This design comes from an exercise in tuning for small area, a short achievable clock period and few clock cycles per item on the open sky130 flow, not from production work.
In this exercise RTL edits were held to simulation tests only and were not proved equivalent to the original.

== north ==
// real_mul_arbiter
module real_mul_arbiter #(
  parameter  int N_REQ = 4,
  localparam int ID_W  = $clog2(N_REQ)
) (
  input  logic                  clk,
  input  logic                  rst,
  input  logic [N_REQ-1:0]      req_valid,
  output logic [N_REQ-1:0]      req_ready,
  input  logic [real_mul_arbiter_pkg::OP_W*N_REQ-1:0] req_op1,
  input  logic [real_mul_arbiter_pkg::OP_W*N_REQ-1:0] req_op2,
  output logic                  rsp_valid,
  input  logic                  rsp_ready,
  output logic [ID_W-1:0]       rsp_id,
  output logic [real_mul_arbiter_pkg::OP_W-1:0] rsp_result,
  output logic                  busy,
  output logic [real_mul_arbiter_pkg::CNT_W-1:0] ops_done
);
export LEC_CHECK = 0
export CAP_MARGIN = 20
export CORE_MARGIN = 2
export CORE_UTILIZATION = 40
export SETUP_SLACK_MARGIN = 5.0
export SLEW_MARGIN = 20
create_clock -name core_clock -period 10.5 [get_ports {clk}]
standard.sh (not shown) runs the stock make flow with config.mk's settings and CLKGATE_MAP_FILE= SYNTH_SCRIPT=/design/flow/synth_recipe.tcl, a recipe that flattens the netlist after the stock synthesis.
==> flow/flow/run.sh <==
#!/bin/bash
# The standard layout (the standard.sh, unchanged synthesis and steps), except that the
# port buffers that global placement inserts on every input and output are plain buf_2 cells
# instead of the delay cells buffer_ports picks by default.
set -euo pipefail
export BUFFER_PORTS_ARGS="-buffer_cell sky130_fd_sc_hd__buf_2"
bash standard.sh > standard_flow.log 2>&1
Testbench counts of north, summed over its fixed seeds: cycles 3,224, items 3,200.
## Diff of input files: south against north
# north
export LEC_CHECK = 0
export CAP_MARGIN = 20
export CORE_MARGIN = 2
export CORE_UTILIZATION = 40
export SETUP_SLACK_MARGIN = 5.0
export SLEW_MARGIN = 20
create_clock -name core_clock -period 10.5 [get_ports {clk}]
# south
export LEC_CHECK = 0
export CAP_MARGIN = 20
export CORE_MARGIN = 2
export CORE_UTILIZATION = 40
export CTS_BUF_LIST = sky130_fd_sc_hd__clkbuf_4 sky130_fd_sc_hd__clkbuf_8
export SLEW_MARGIN = 20
create_clock -name core_clock -period 10.5 [get_ports {clk}]
==> flow/flow/run.sh <==
#!/bin/bash
# The standard layout (the standard.sh, unchanged synthesis and steps), except that:
# - the port buffers that global placement inserts on every input and output are plain
#   buf_1 cells instead of the delay cells buffer_ports picks by default;
set -euo pipefail
export BUFFER_PORTS_ARGS="-buffer_cell sky130_fd_sc_hd__buf_1"
export SETUP_SLACK_MARGIN=6.2
bash standard.sh > standard_flow.log 2>&1
--- outcome ---
south: flow completed, timing, DRC and antenna clean. Summary of south over north: maximum frequency rose 12 MHz, non-clock buffering overhead in the final layout +2.3 points, fraction of layout cells with a size suffix above 1 fell 4.5 points.
Inputs modified between south and east:
diff --git a/flow/flow/run.sh b/flow/flow/run.sh
--- a/flow/flow/run.sh
+++ b/flow/flow/run.sh
@@ -5,4 +5,4 @@
 set -euo pipefail
 export BUFFER_PORTS_ARGS="-buffer_cell sky130_fd_sc_hd__buf_1"
-export SETUP_SLACK_MARGIN=6.2
+export SETUP_SLACK_MARGIN=5.6
 bash standard.sh > standard_flow.log 2>&1
Results
east finished every step from synthesis to the final layout, and the layout passed the timing, DRC and antenna checks. Diff south -> east: slew of the pin with the lowest slew margin went up by 0.038 ns; first-pass GRT wire length now sits lower; routed via count divided by cell count shrank by 0.050.
Edits applied to the flow inputs when going from east to west:
diff --git a/flow/flow/run.sh b/flow/flow/run.sh
--- a/flow/flow/run.sh
+++ b/flow/flow/run.sh
@@ -5,4 +5,4 @@
 set -euo pipefail
 export BUFFER_PORTS_ARGS="-buffer_cell sky130_fd_sc_hd__buf_1"
-export SETUP_SLACK_MARGIN=5.6
+export SETUP_SLACK_MARGIN=5.8
 bash standard.sh > standard_flow.log 2>&1
Notes after the runs:
- Worst setup slack was lower in the run labelled west.
- east -> west: share of the synthesized netlist area taken by xor and xnor gates delta 0, exact match
- west gives less number of clock-tree buffers in the layout than east did.

* * *

Setup of run 2:
real_mul_arbiter, a different RTL version from the one above (not shown whole).
Size in the first run: about 4700 cells after synthesis, roughly 610 I/O pins.
==> flow/config.mk <==
export PLATFORM = sky130hd
export DESIGN_NAME = real_mul_arbiter
export DESIGN_NICKNAME = real_mul_arbiter
export VERILOG_FILES = /design/flow/design.v
export SDC_FILE = /design/flow/constraint.sdc
export NUM_CORES = 4
export LEC_CHECK = 0
export CAP_MARGIN = 20
export CORE_MARGIN = 2
export CORE_UTILIZATION = 40
export SLEW_MARGIN = 20
==> flow/constraint.sdc <==
create_clock -name core_clock -period 10.5 [get_ports {clk}]
set_input_delay 2.1000 -clock core_clock [delete_from_list [all_inputs] [get_ports {clk}]]
set_output_delay 2.1000 -clock core_clock [all_outputs]
set_load 0.01 [all_outputs]
==> flow/flow/run.sh <==
#!/bin/bash
# The standard layout (the standard.sh, unchanged synthesis and steps), except that the
# port buffers that global placement inserts on every input and output are plain buf_2 cells
# instead of the delay cells buffer_ports picks by default.
set -euo pipefail
export BUFFER_PORTS_ARGS="-buffer_cell sky130_fd_sc_hd__buf_2"
bash standard.sh > standard_flow.log 2>&1
Every stage of the flow completed for run 2, and the final layout passed the timing, DRC and antenna checks.
Testbench counts of run 2, summed over its fixed seeds: cycles 3,216, items 3,200.
Input-level comparison between run 5 and run 2:
- SETUP_SLACK_MARGIN now 5.0, previously not set
==> comparison <==
Summary: with run 2 as the reference, amount of wire on met2 after detailed routing in run 5 moved down by a few percent.
Comparing run 2 with run 5, the number of placed instances, taps included came out essentially unchanged.
Run 5: detailed-routing wirelength on met1 is about 3.5% higher than what run 2 reported.
The flow did not stop early for run 5: all stages ran, and the layout cleared the timing, DRC and antenna checks.
Of run 2 and run 5, the higher transition time of the tightest slew-check pin belongs to run 2.
For the routed wire length, run 5 came in about 2.4% lower than run 2 did.

[static timing again, ports no longer ideal]
In the flow no input, the clock included, has a driving cell. The finished layouts below were timed again as built, in two steps. Step 1: set_driving_cell puts a clkbuf_16 on clk and a buf_2 on each other input, an assumption about the parent block. Step 2 adds t to the input delays and takes it off the output delays; t is the mean of the earliest and latest rising clock arrival at the registers after step 1. Input paths then give back, and output paths get back, about the clock's delay inside the block. a / b / c = ideal ports / drivers / drivers and shift; a / b = the first two.
run	t, ns	setup WS [ns]	worst register clock-pin slew, ns
north	0.722	5.118 / 5.100 / 4.809	0.07 / 0.07
south	0.766	5.447 / 5.374 / 5.374	0.07 / 0.07
east	0.807	5.538 / 5.493 / 5.149	0.08 / 0.08
west	0.786	5.531 / 5.487 / 5.334	0.08 / 0.08
run 2	0.655	3.125 / 3.115 / 3.125	0.07 / 0.07
run 5	0.684	4.405 / 4.379 / 4.405	0.08 / 0.08
After both steps setup and hold are still met in every run listed. The setup slack of east, which loses most, moves by -0.045 ns with the drivers and by -0.389 ns with both steps.
